What follows belongs to an exercise in optimizing a design on an open flow for small area, a short achievable clock period and few clock cycles per item; a production flow would make more cautious choices.
RTL that was checked went through simulation tests only; none was proved equivalent to the original.

==> inputs of garnet <==
## ex_stage_muldiv
module ex_stage_muldiv
#(
  parameter int unsigned XLEN    = 32,
  parameter int unsigned MUL_LAT = 2
) (
  input  logic            clk,
  input  logic            rst_n,
  input  logic [3:0]      ALUCode_ex,
  input  logic            ALUSrcA_ex,
  input  logic [1:0]      ALUSrcB_ex,
  input  logic [XLEN-1:0] Imm_ex,
  input  logic [XLEN-1:0] PC_ex,
  input  logic [4:0]      rs1Addr_ex,
  input  logic [4:0]      rs2Addr_ex,
  input  logic [XLEN-1:0] rs1Data_ex,
  input  logic [XLEN-1:0] rs2Data_ex,
  input  logic [XLEN-1:0] ALUResult_mem,
  input  logic [4:0]      rdAddr_mem,
  input  logic            RegWrite_mem,
  input  logic [XLEN-1:0] RegWriteData_wb,
  input  logic [4:0]      rdAddr_wb,
  input  logic            RegWrite_wb,
  input  logic            MdValid_ex,
  input  logic [2:0]      MdOp_ex,
  input  logic            Flush_ex,
  output logic [XLEN-1:0] ALUResult_ex,
  output logic [XLEN-1:0] MemWriteData_ex,
  output logic [XLEN-1:0] ALU_A,
  output logic [XLEN-1:0] ALU_B,
  output logic            Stall_ex,
  output logic            MdBusy
);
  localparam logic [3:0] ALU_ADD  = 4'd0;
  localparam logic [3:0] ALU_SUB  = 4'd1;
  localparam logic [3:0] ALU_SLL  = 4'd2;
  localparam logic [3:0] ALU_SLT  = 4'd3;
  localparam logic [3:0] ALU_SLTU = 4'd4;
  localparam logic [3:0] ALU_XOR  = 4'd5;
  ...
Settings: LEC_CHECK=0, ABC_AREA=1, CAP_MARGIN=20, CORE_MARGIN=2, CORE_UTILIZATION=40, SETUP_SLACK_MARGIN=5, SLEW_MARGIN=20; clock period 16.0 ns.
standard.sh (not shown) runs the stock make flow with config.mk's settings and CLKGATE_MAP_FILE= SYNTH_SCRIPT=/design/flow/synth_recipe.tcl, a recipe that flattens the netlist after the stock synthesis.
==> flow/flow/run.sh <==
#!/bin/bash
# The standard layout (standard.sh), except that the port buffers are plain buf_2 cells
# instead of the delay buffers buffer_ports picks by default. Every port still gets a buffer.
cp standard.sh standard.sh.txt
export BUFFER_PORTS_ARGS="-buffer_cell sky130_fd_sc_hd__buf_2"
bash standard.sh > standard.log 2>&1
==> quartz (differences from garnet) <==
--- a/flow/design.v
+++ b/flow/design.v
@@ -3,18 +3,19 @@
   input  logic        rst_n,
   input  logic        md_valid,
   input  logic [2:0]  md_op,
   input  logic        flush,
   input  logic [31:0] op_a,
   input  logic [31:0] op_b,
   output logic        stall,
   output logic        busy,
-  output logic        done,
-  output logic [31:0] result
+  output logic        done,      
+  output logic        owns,      
+  output logic [31:0] result     
 );
   localparam logic [2:0] MD_MUL    = 3'd0;
   localparam logic [2:0] MD_MULH   = 3'd1;
   localparam logic [2:0] MD_MULHSU = 3'd2;
   localparam logic [2:0] MD_MULHU  = 3'd3;
   localparam logic [1:0] S_IDLE = 2'd0;
   localparam logic [1:0] S_M1   = 2'd1;   
   localparam logic [1:0] S_M2   = 2'd3;   
@@ -27,48 +28,67 @@
     end
   endfunction
   logic [1:0]  st;
   logic [31:0] rq, qq, dq;      
   logic        aq_hi;           
   logic        b15, p16;        
   logic        bx;              
   logic        mul_hi;          
+  logic        m_short;         
   logic [5:0]  pos;             
   logic        op_rem, q_neg, r_neg, q_ones;
-  logic        idle, start, is_div;
+  logic        idle, start, is_div, d_q0, fast;
   assign idle   = (st == S_IDLE);
   assign start  = idle && md_valid;
   assign is_div = md_op[2];
+  assign fast   = is_div && d_q0;     
   logic        a_sgn, b_sgn;
   logic [32:0] m_a;
   logic [16:0] m_b;
   logic [32:0] m_acc;
   logic        m_x;
   logic [48:0] cs_s, cs_c, m_out;
   logic        m_co;
-  assign a_sgn = (md_op == MD_MULH) || (md_op == MD_MULHSU);
-  assign b_sgn = (md_op == MD_MULH);
+  assign a_sgn = (md_op != MD_MULHU);
+  assign b_sgn = ~md_op[1];
+  logic [32:0] a_ext, b_ext, mc_ext, mp_ext;
+  logic        a_fit, b_fit, swap;
+  assign a_ext  = {a_sgn & op_a[31], op_a};
+  assign b_ext  = {b_sgn & op_b[31], op_b};
+  assign a_fit  = (&a_ext[32:15]) | ~(|a_ext[32:15]);
+  assign b_fit  = (&b_ext[32:15]) | ~(|b_ext[32:15]);
+  assign swap   = a_fit & ~b_fit;
+  assign mc_ext = swap ? b_ext : a_ext;      
+  assign mp_ext = swap ? a_ext : b_ext;      
   assign m_a   = {aq_hi, dq};
-  assign m_b   = (st == S_M1) ? {qq[15:0], 1'b0} : {qq[31:16], b15};
-  assign m_acc = (st == S_M1) ? 33'd0 : {rq[31], rq, p16};
-  assign m_x   = (st == S_M2) & bx;
+  assign m_b   = {qq[15:0], b15 & st[1]};
+  assign m_acc = st[1] ? {rq[31], rq, p16} : 33'd0;
+  assign m_x   = st[1] & bx;
   mul_array u_arr (.m_a(m_a), .m_b(m_b), .m_acc(m_acc), .m_x(m_x), .cs_s(cs_s), .cs_c(cs_c));
   md_add #(49) u_cpa (.a(cs_s), .b(cs_c), .ci(1'b0), .s(m_out), .co(m_co));
   logic        d_sgn, d_sa, d_sb, d_bz;
   logic [31:0] d_ma, d_mb;
   logic [5:0]  d_za, d_zb;
   assign d_sgn = ~md_op[0];
   assign d_sa  = d_sgn & op_a[31];
   assign d_sb  = d_sgn & op_b[31];
   md_cneg u_nega (.x(op_a), .en(d_sa), .y(d_ma));
   md_cneg u_negb (.x(op_b), .en(d_sb), .y(d_mb));
   assign d_bz  = (op_b == 32'd0);
   assign d_za  = lzc32(d_ma);
   assign d_zb  = lzc32(d_mb);
+  logic [31:0] d_ua, d_ub, d_ub_hi;
+  assign d_ua = d_sa ? {op_a[30:0] ^ 31'h7fff_ffff, 1'b1} : op_a;
+  assign d_ub = op_b ^ {32{d_sb}};
+  always_comb begin
+    d_ub_hi[31] = 1'b0;                        
+    for (int i = 30; i >= 0; i--) d_ub_hi[i] = d_ub_hi[i+1] | d_ub[i+1];
+  end
+  assign d_q0  = ~|(d_ua & ~d_ub_hi) & (d_ub_hi[0] | d_ub[0] | d_sb);
   logic [4:0]  sh_amt;
   logic [31:0] d_al;
   assign sh_amt = d_zb[4:0] - d_za[4:0];
   assign d_al   = d_mb << sh_amt;
   logic [31:0] t1, t2, r1, rn, qn, d2;
   logic        c1, c2, ge1, ge2, two, last, pos_neg;
   logic [5:0]  pos_nx;
   assign pos_neg = pos[5];
@@ -79,66 +99,72 @@
   assign r1   = ge1 ? t1 : rq;
   assign d2   = {1'b0, dq[31:1]};
   md_add #(32) u_sub2 (.a(r1), .b(~d2), .ci(1'b1), .s(t2), .co(c2));
   assign ge2  = c2 & two;
   assign rn   = ge2 ? t2 : r1;
   assign qn   = two ? {qq[29:0], ge1, ge2} : {qq[30:0], ge1};
   assign pos_nx = pos - 6'd2;
   logic [31:0] mul_res, div_val, div_res;
-  assign mul_res = mul_hi ? m_out[47:16] : {m_out[15:0], qq[15:0]};
+  always_comb begin
+    case ({st[1], mul_hi})
+      2'b00:   mul_res = m_out[31:0];                           
+      2'b01:   mul_res = {{15{m_out[48]}}, m_out[48:32]};       
+      2'b10:   mul_res = {m_out[15:0], qq[31:16]};              
+      default: mul_res = m_out[47:16];                          
+    endcase
+  end
   assign div_val = op_rem ? rn : qn;
   md_cneg u_negr (.x(div_val), .en(op_rem ? r_neg : q_neg), .y(div_res));
-  assign done   = (st == S_M2) || (st == S_DIV && last);
-  assign result = (st == S_M2) ? mul_res : (div_res | {32{q_ones}});
-  assign stall  = rst_n && !flush && (start || (st == S_M1) || (st == S_DIV && !last));
-  assign busy   = (st == S_M1) || (st == S_DIV && !last);
+  assign done   = (start && fast) || (st == S_M1 && m_short) || (st == S_M2) || (st == S_DIV && last);
+  assign owns   = ~idle | md_valid;
+  assign result = idle ? (op_a & {32{md_valid & fast & md_op[1]}}) :
+                  st[0] ? mul_res : (div_res | {32{q_ones}});       
+  assign stall  = rst_n && !flush && ((start && !fast) || (st == S_M1 && !m_short) ||
+                                      (st == S_DIV && !last));
+  assign busy   = (st == S_M1 && !m_short) || (st == S_DIV && !last);
   always_ff @(posedge clk or negedge rst_n) begin
     if (!rst_n) begin
       st <= S_IDLE;
     end else if (flush) begin
       st <= S_IDLE;
     end else begin
       case (st)
-        S_IDLE:  if (md_valid) st <= is_div ? S_DIV : S_M1;
-        S_M1:    st <= S_M2;
+        S_IDLE:  if (md_valid && !fast) st <= is_div ? S_DIV : S_M1;
+        S_M1:    st <= m_short ? S_IDLE : S_M2;
         S_DIV:   if (last) st <= S_IDLE;
         default: st <= S_IDLE;
       endcase
     end
   end
   always_ff @(posedge clk) begin
+    rq  <= st[1] ? rn : (st[0] ? m_out[48:17] : d_ma);
+    qq  <= st[1] ? qn : (st[0] ? {m_out[15:0], qq[31:16]} : (mp_ext[31:0] & {32{~is_div}}));
+    p16 <= m_out[16];
+    pos <= idle ? ((d_bz || d_za > d_zb) ? 6'h3f : {1'b0, sh_amt}) : pos_nx;
+  end
+  always_ff @(posedge clk) begin
     if (start) begin
       if (is_div) begin
-        rq     <= d_ma;
         dq     <= d_al;
-        qq     <= 32'd0;
-        pos    <= (d_bz || d_za > d_zb) ? 6'h3f : {1'b0, sh_amt};
         op_rem <= md_op[1];
         q_neg  <= d_sa ^ d_sb;
         r_neg  <= d_sa;
         q_ones <= d_bz & ~md_op[1];
       end else begin
-        qq     <= op_b;
-        dq     <= op_a;
-        aq_hi  <= a_sgn & op_a[31];
-        b15    <= op_b[15];
-        bx     <= ~b_sgn & op_b[31];
+        dq     <= mc_ext[31:0];
+        aq_hi  <= mc_ext[32];
+        b15    <= mp_ext[15];
+        bx     <= ~mp_ext[32] & mp_ext[31];
         mul_hi <= (md_op != MD_MUL);
+        m_short <= a_fit | b_fit;
         q_ones <= 1'b0;
       end
-    end else if (st == S_M1) begin
-      rq        <= m_out[48:17];
-      p16       <= m_out[16];
-      qq[15:0]  <= m_out[15:0];
     end else if (st == S_DIV) begin
-      rq  <= rn;
-      qq  <= qn;
       dq  <= {2'b0, dq[31:2]};
-      pos <= pos_nx;
     end
   end
 endmodule
 module md_cneg (
   input  logic [31:0] x,
   input  logic        en,
   output logic [31:0] y
 );
@@ -844,17 +870,17 @@
   localparam logic [3:0] ALU_XOR  = 4'd5;
   localparam logic [3:0] ALU_SRL  = 4'd6;
   localparam logic [3:0] ALU_SRA  = 4'd7;
   localparam logic [3:0] ALU_OR   = 4'd8;
   localparam logic [3:0] ALU_AND  = 4'd9;
   localparam logic [3:0] ALU_LUI  = 4'd10;
   logic            mem_a, mem_b, wb_a, wb_b;
   logic [XLEN-1:0] fwd_a_data, fwd_b_data, alu_result, md_result;
-  logic            md_done;
+  logic            md_done, md_owns;
   assign mem_a = RegWrite_mem && rdAddr_mem != 5'd0 && rdAddr_mem == rs1Addr_ex;
   assign mem_b = RegWrite_mem && rdAddr_mem != 5'd0 && rdAddr_mem == rs2Addr_ex;
   assign wb_a  = RegWrite_wb  && rdAddr_wb  != 5'd0 && rdAddr_wb  == rs1Addr_ex;
   assign wb_b  = RegWrite_wb  && rdAddr_wb  != 5'd0 && rdAddr_wb  == rs2Addr_ex;
   assign fwd_a_data = mem_a ? ALUResult_mem : wb_a ? RegWriteData_wb : rs1Data_ex;
   assign fwd_b_data = mem_b ? ALUResult_mem : wb_b ? RegWriteData_wb : rs2Data_ex;
   assign MemWriteData_ex = fwd_b_data;
   assign ALU_A           = ALUSrcA_ex ? PC_ex : fwd_a_data;
@@ -866,51 +892,53 @@
       default: ALU_B = '0;
     endcase
   end
   logic            is_sub, is_sll, is_sra, lt_s, lt_u, co;
   logic [XLEN-1:0] bx, sum, sh_in, sh_out, sh_res;
   logic [4:0]      shamt;
   assign is_sub = (ALUCode_ex == ALU_SUB) || (ALUCode_ex == ALU_SLT) || (ALUCode_ex == ALU_SLTU);
   assign bx     = ALU_B ^ {XLEN{is_sub}};
-  md_add #(XLEN, 1) u_add (.a(ALU_A), .b(bx), .ci(is_sub), .s(sum), .co(co));
+  logic            sum_lsb;
+  assign {co, sum, sum_lsb} = {1'b0, ALU_A, 1'b1} + {1'b0, bx, is_sub};
   assign lt_u   = ~co;
   assign lt_s   = (ALU_A[XLEN-1] ^ ALU_B[XLEN-1]) ? ALU_A[XLEN-1] : sum[XLEN-1];
   assign is_sll  = (ALUCode_ex == ALU_SLL);
   assign is_sra  = (ALUCode_ex == ALU_SRA);
   assign shamt   = ALU_B[4:0];
   always_comb begin
     for (int i = 0; i < XLEN; i++) sh_in[i] = is_sll ? ALU_A[XLEN-1-i] : ALU_A[i];
   end
   assign sh_out = XLEN'($signed({is_sra & ALU_A[XLEN-1], sh_in}) >>> shamt);
   always_comb begin
     for (int i = 0; i < XLEN; i++) sh_res[i] = is_sll ? sh_out[XLEN-1-i] : sh_out[i];
   end
   logic sel_sum, sel_sh, sel_xor, sel_or, sel_and, sel_b, sel_slt, sel_sltu;
   logic [XLEN-1:0] res_other;
-  assign sel_sum  = ~md_done & ((ALUCode_ex == ALU_ADD) || (ALUCode_ex == ALU_SUB));
-  assign sel_sh   = ~md_done & ((ALUCode_ex == ALU_SLL) || (ALUCode_ex == ALU_SRL) || (ALUCode_ex == ALU_SRA));
-  assign sel_xor  = ~md_done & (ALUCode_ex == ALU_XOR);
-  assign sel_or   = ~md_done & (ALUCode_ex == ALU_OR);
-  assign sel_and  = ~md_done & (ALUCode_ex == ALU_AND);
-  assign sel_b    = ~md_done & (ALUCode_ex == ALU_LUI);
-  assign sel_slt  = ~md_done & (ALUCode_ex == ALU_SLT);
-  assign sel_sltu = ~md_done & (ALUCode_ex == ALU_SLTU);
+  assign sel_sum  = ~md_owns & ((ALUCode_ex == ALU_ADD) || (ALUCode_ex == ALU_SUB));
+  assign sel_sh   = ~md_owns & ((ALUCode_ex == ALU_SLL) || (ALUCode_ex == ALU_SRL) || (ALUCode_ex == ALU_SRA));
+  assign sel_xor  = ~md_owns & (ALUCode_ex == ALU_XOR);
+  assign sel_or   = ~md_owns & (ALUCode_ex == ALU_OR);
+  assign sel_and  = ~md_owns & (ALUCode_ex == ALU_AND);
+  assign sel_b    = ~md_owns & (ALUCode_ex == ALU_LUI);
+  assign sel_slt  = ~md_owns & (ALUCode_ex == ALU_SLT);
+  assign sel_sltu = ~md_owns & (ALUCode_ex == ALU_SLTU);
   assign res_other = (sh_res & {XLEN{sel_sh}}) | ((ALU_A ^ ALU_B) & {XLEN{sel_xor}}) |
                      ((ALU_A | ALU_B) & {XLEN{sel_or}}) | ((ALU_A & ALU_B) & {XLEN{sel_and}}) |
-                     (ALU_B & {XLEN{sel_b}}) | (md_result & {XLEN{md_done}}) |
+                     (ALU_B & {XLEN{sel_b}}) | md_result |
                      {{(XLEN-1){1'b0}}, (lt_s & sel_slt) | (lt_u & sel_sltu)};
   assign alu_result = (sum & {XLEN{sel_sum}}) | res_other;
   muldiv_unit u_muldiv (
     .clk      (clk),
     .rst_n    (rst_n),
     .md_valid (MdValid_ex),
     .md_op    (MdOp_ex),
     .flush    (Flush_ex),
     .op_a     (fwd_a_data),
     .op_b     (fwd_b_data),
     .stall    (Stall_ex),
     .busy     (MdBusy),
     .done     (md_done),
+    .owns     (md_owns),
     .result   (md_result)
   );
   assign ALUResult_ex = alu_result;
 endmodule
==> flow/flow/run.sh (replaced) <==
#!/bin/bash
# The standard layout (standard.sh), except that the port buffers are plain buf_1 cells
# instead of the delay buffers buffer_ports picks by default. Every port still gets a buffer.
# make's full output goes to standard.log; ORFS's per-step logs stay under orfs/logs.
export BUFFER_PORTS_ARGS="-buffer_cell sky130_fd_sc_hd__buf_1"
bash standard.sh > standard.log 2>&1
--- a/flow/config.mk
+++ b/flow/config.mk
@@ -4,10 +4,10 @@
 export VERILOG_FILES = /design/flow/design.v
 export SDC_FILE = /design/flow/constraint.sdc
 export NUM_CORES = 4
 export LEC_CHECK = 0
 export ABC_AREA = 1
 export CAP_MARGIN = 20
 export CORE_MARGIN = 2
 export CORE_UTILIZATION = 40
-export SETUP_SLACK_MARGIN = 5
+export SETUP_SLACK_MARGIN = 4
 export SLEW_MARGIN = 20
==> indigo (differences from garnet) <==
--- a/flow/design.v
+++ b/flow/design.v
@@ -3,18 +3,19 @@
   input  logic        rst_n,
   input  logic        md_valid,
   input  logic [2:0]  md_op,
   input  logic        flush,
   input  logic [31:0] op_a,
   input  logic [31:0] op_b,
   output logic        stall,
   output logic        busy,
-  output logic        done,
-  output logic [31:0] result
+  output logic        done,      
+  output logic        owns,      
+  output logic [31:0] result     
 );
   localparam logic [2:0] MD_MUL    = 3'd0;
   localparam logic [2:0] MD_MULH   = 3'd1;
   localparam logic [2:0] MD_MULHSU = 3'd2;
   localparam logic [2:0] MD_MULHU  = 3'd3;
   localparam logic [1:0] S_IDLE = 2'd0;
   localparam logic [1:0] S_M1   = 2'd1;   
   localparam logic [1:0] S_M2   = 2'd3;   
@@ -29,20 +30,21 @@
   logic [1:0]  st;
   logic [31:0] rq, qq, dq;      
   logic        aq_hi;           
   logic        b15, p16;        
   logic        bx;              
   logic        mul_hi;          
   logic [5:0]  pos;             
   logic        op_rem, q_neg, r_neg, q_ones;
-  logic        idle, start, is_div;
+  logic        idle, start, is_div, d_q0, fast;
   assign idle   = (st == S_IDLE);
   assign start  = idle && md_valid;
   assign is_div = md_op[2];
+  assign fast   = is_div && d_q0;     
   logic        a_sgn, b_sgn;
   logic [32:0] m_a;
   logic [16:0] m_b;
   logic [32:0] m_acc;
   logic        m_x;
   logic [48:0] cs_s, cs_c, m_out;
   logic        m_co;
   assign a_sgn = (md_op == MD_MULH) || (md_op == MD_MULHSU);
@@ -59,16 +61,17 @@
   assign d_sgn = ~md_op[0];
   assign d_sa  = d_sgn & op_a[31];
   assign d_sb  = d_sgn & op_b[31];
   md_cneg u_nega (.x(op_a), .en(d_sa), .y(d_ma));
   md_cneg u_negb (.x(op_b), .en(d_sb), .y(d_mb));
   assign d_bz  = (op_b == 32'd0);
   assign d_za  = lzc32(d_ma);
   assign d_zb  = lzc32(d_mb);
+  assign d_q0  = (d_za > d_zb);
   logic [4:0]  sh_amt;
   logic [31:0] d_al;
   assign sh_amt = d_zb[4:0] - d_za[4:0];
   assign d_al   = d_mb << sh_amt;
   logic [31:0] t1, t2, r1, rn, qn, d2;
   logic        c1, c2, ge1, ge2, two, last, pos_neg;
   logic [5:0]  pos_nx;
   assign pos_neg = pos[5];
@@ -82,41 +85,43 @@
   assign ge2  = c2 & two;
   assign rn   = ge2 ? t2 : r1;
   assign qn   = two ? {qq[29:0], ge1, ge2} : {qq[30:0], ge1};
   assign pos_nx = pos - 6'd2;
   logic [31:0] mul_res, div_val, div_res;
   assign mul_res = mul_hi ? m_out[47:16] : {m_out[15:0], qq[15:0]};
   assign div_val = op_rem ? rn : qn;
   md_cneg u_negr (.x(div_val), .en(op_rem ? r_neg : q_neg), .y(div_res));
-  assign done   = (st == S_M2) || (st == S_DIV && last);
-  assign result = (st == S_M2) ? mul_res : (div_res | {32{q_ones}});
-  assign stall  = rst_n && !flush && (start || (st == S_M1) || (st == S_DIV && !last));
+  assign done   = (start && fast) || (st == S_M2) || (st == S_DIV && last);
+  assign owns   = ~idle | md_valid;
+  assign result = idle ? (op_a & {32{md_valid & fast & md_op[1]}}) :
+                  (st == S_M2) ? mul_res : (div_res | {32{q_ones}});
+  assign stall  = rst_n && !flush && ((start && !fast) || (st == S_M1) || (st == S_DIV && !last));
   assign busy   = (st == S_M1) || (st == S_DIV && !last);
   always_ff @(posedge clk or negedge rst_n) begin
     if (!rst_n) begin
       st <= S_IDLE;
     end else if (flush) begin
       st <= S_IDLE;
     end else begin
       case (st)
-        S_IDLE:  if (md_valid) st <= is_div ? S_DIV : S_M1;
+        S_IDLE:  if (md_valid && !fast) st <= is_div ? S_DIV : S_M1;
         S_M1:    st <= S_M2;
         S_DIV:   if (last) st <= S_IDLE;
         default: st <= S_IDLE;
       endcase
     end
   end
   always_ff @(posedge clk) begin
     if (start) begin
       if (is_div) begin
         rq     <= d_ma;
         dq     <= d_al;
         qq     <= 32'd0;
-        pos    <= (d_bz || d_za > d_zb) ? 6'h3f : {1'b0, sh_amt};
+        pos    <= d_bz ? 6'h3f : {1'b0, sh_amt};
         op_rem <= md_op[1];
         q_neg  <= d_sa ^ d_sb;
         r_neg  <= d_sa;
         q_ones <= d_bz & ~md_op[1];
       end else begin
         qq     <= op_b;
         dq     <= op_a;
         aq_hi  <= a_sgn & op_a[31];
@@ -844,17 +849,17 @@
   localparam logic [3:0] ALU_XOR  = 4'd5;
   localparam logic [3:0] ALU_SRL  = 4'd6;
   localparam logic [3:0] ALU_SRA  = 4'd7;
   localparam logic [3:0] ALU_OR   = 4'd8;
   localparam logic [3:0] ALU_AND  = 4'd9;
   localparam logic [3:0] ALU_LUI  = 4'd10;
   logic            mem_a, mem_b, wb_a, wb_b;
   logic [XLEN-1:0] fwd_a_data, fwd_b_data, alu_result, md_result;
-  logic            md_done;
+  logic            md_done, md_owns;
   assign mem_a = RegWrite_mem && rdAddr_mem != 5'd0 && rdAddr_mem == rs1Addr_ex;
   assign mem_b = RegWrite_mem && rdAddr_mem != 5'd0 && rdAddr_mem == rs2Addr_ex;
   assign wb_a  = RegWrite_wb  && rdAddr_wb  != 5'd0 && rdAddr_wb  == rs1Addr_ex;
   assign wb_b  = RegWrite_wb  && rdAddr_wb  != 5'd0 && rdAddr_wb  == rs2Addr_ex;
   assign fwd_a_data = mem_a ? ALUResult_mem : wb_a ? RegWriteData_wb : rs1Data_ex;
   assign fwd_b_data = mem_b ? ALUResult_mem : wb_b ? RegWriteData_wb : rs2Data_ex;
   assign MemWriteData_ex = fwd_b_data;
   assign ALU_A           = ALUSrcA_ex ? PC_ex : fwd_a_data;
@@ -881,36 +886,37 @@
     for (int i = 0; i < XLEN; i++) sh_in[i] = is_sll ? ALU_A[XLEN-1-i] : ALU_A[i];
   end
   assign sh_out = XLEN'($signed({is_sra & ALU_A[XLEN-1], sh_in}) >>> shamt);
   always_comb begin
     for (int i = 0; i < XLEN; i++) sh_res[i] = is_sll ? sh_out[XLEN-1-i] : sh_out[i];
   end
   logic sel_sum, sel_sh, sel_xor, sel_or, sel_and, sel_b, sel_slt, sel_sltu;
   logic [XLEN-1:0] res_other;
-  assign sel_sum  = ~md_done & ((ALUCode_ex == ALU_ADD) || (ALUCode_ex == ALU_SUB));
-  assign sel_sh   = ~md_done & ((ALUCode_ex == ALU_SLL) || (ALUCode_ex == ALU_SRL) || (ALUCode_ex == ALU_SRA));
-  assign sel_xor  = ~md_done & (ALUCode_ex == ALU_XOR);
-  assign sel_or   = ~md_done & (ALUCode_ex == ALU_OR);
-  assign sel_and  = ~md_done & (ALUCode_ex == ALU_AND);
-  assign sel_b    = ~md_done & (ALUCode_ex == ALU_LUI);
-  assign sel_slt  = ~md_done & (ALUCode_ex == ALU_SLT);
-  assign sel_sltu = ~md_done & (ALUCode_ex == ALU_SLTU);
+  assign sel_sum  = ~md_owns & ((ALUCode_ex == ALU_ADD) || (ALUCode_ex == ALU_SUB));
+  assign sel_sh   = ~md_owns & ((ALUCode_ex == ALU_SLL) || (ALUCode_ex == ALU_SRL) || (ALUCode_ex == ALU_SRA));
+  assign sel_xor  = ~md_owns & (ALUCode_ex == ALU_XOR);
+  assign sel_or   = ~md_owns & (ALUCode_ex == ALU_OR);
+  assign sel_and  = ~md_owns & (ALUCode_ex == ALU_AND);
+  assign sel_b    = ~md_owns & (ALUCode_ex == ALU_LUI);
+  assign sel_slt  = ~md_owns & (ALUCode_ex == ALU_SLT);
+  assign sel_sltu = ~md_owns & (ALUCode_ex == ALU_SLTU);
   assign res_other = (sh_res & {XLEN{sel_sh}}) | ((ALU_A ^ ALU_B) & {XLEN{sel_xor}}) |
                      ((ALU_A | ALU_B) & {XLEN{sel_or}}) | ((ALU_A & ALU_B) & {XLEN{sel_and}}) |
-                     (ALU_B & {XLEN{sel_b}}) | (md_result & {XLEN{md_done}}) |
+                     (ALU_B & {XLEN{sel_b}}) | md_result |
                      {{(XLEN-1){1'b0}}, (lt_s & sel_slt) | (lt_u & sel_sltu)};
   assign alu_result = (sum & {XLEN{sel_sum}}) | res_other;
   muldiv_unit u_muldiv (
     .clk      (clk),
     .rst_n    (rst_n),
     .md_valid (MdValid_ex),
     .md_op    (MdOp_ex),
     .flush    (Flush_ex),
     .op_a     (fwd_a_data),
     .op_b     (fwd_b_data),
     .stall    (Stall_ex),
     .busy     (MdBusy),
     .done     (md_done),
+    .owns     (md_owns),
     .result   (md_result)
   );
   assign ALUResult_ex = alu_result;
 endmodule
==> comparison table <==
item                                                                                       indigo                      garnet                   quartz
Proportion of synthesized flip-flops having asynchronous set or reset                       1.77%                       1.77%                    1.75%
Hold Startpoint                                                         u_muldiv.dq[25]$_DFFE_PP_   u_muldiv.pos[1]$_DFFE_PP_  u_muldiv.pos[1]$_DFF_P_
Met3 capacity usage during global routing                                                   9.60%                       11.3%                    8.02%
Later-pin clock latency in the skew report                                                 460 ps                      470 ps                   460 ps
Cell depth of the worst min-delay path                                                          2                           1                        1
Total buffers and inverters traversed by the critical path                                     11                          12                        2
Status                                                           no timing/DRC/antenna violations  no timing/DRC/antenna violations  no timing/DRC/antenna violations
Sink Count                                                                                    113                         113                      114
Worst reg2reg path startpoint                                          u_muldiv.st[1]$_DFFE_PN0P_  u_muldiv.st[1]$_DFFE_PN0P_   u_muldiv.b15$_DFFE_PP_
Area share of the leading cell type in the synthesized netlist                              16.6%                       16.5%                    15.8%
HPWL reported at the end of detailed placement                                          152000 um                   149000 um                169000 um
Register-to-register setup slack                                                          7940 ps                     7640 ps                  8810 ps
Number of sequential cells in the layout                                                      113                         113                      114
Flip-flop and latch share of the layout cell area                                           7.38%                       7.19%                    6.35%
Maximum number of pins on one net before global-route repair                                   78                          73                       97
Met2 track demand over resource                                                             60.7%                       61.4%                    62.1%
Hold slack final                                                                           596 ps                      622 ps                   506 ps
Sequential fraction of the synthesis area                                                   9.11%                       9.05%                    7.05%
Post-synthesis cell area                                                              37100 sq um                 37400 sq um              38500 sq um
Share of layout cells above drive strength 1                                                19.8%                       23.3%                    9.07%
Multi-input combinational gate total                                                         4410                        4301                     4547
Testbench counts of quartz, summed over its fixed seeds: cycles 23,621, instrs 12,000.
Function not checked in garnet and indigo: the RTL went through the layout flow alone.

## what the ideal ports hide
The results above use ideal ports. As a check the final layouts listed here were re-extracted and re-timed, cells and wires unchanged. Step 1 assumes that a clkbuf_16 drives the clock port and a buf_2 every other input. Step 2 times the ports against the registers' clock, not the clock port: input delays grow and output delays shrink by t, the midpoint of the rising clock arrivals with the driver on. a / b / c = no drivers / after step 1 / after step 2; a / b = the first two.
run | t (ns) | setup WS [ns] | worst setup path after step 2 | worst register clock-pin slew, ns | worst slew at a driven data input, ns
garnet | 0.526 | 4.643 / 4.594 / 4.604 | input to output | 0.07 / 0.07 | 0.16
quartz | 0.506 | 4.048 / 4.026 / 4.026 | input to output | 0.07 / 0.07 | 0.17
indigo | 0.496 | 3.879 / 3.848 / 3.848 | input to output | 0.06 / 0.06 | 0.09
After both steps setup and hold are still met in every run listed. For garnet, which loses most, drivers alone change the setup slack by -0.049 ns; drivers and shift together by -0.039 ns.
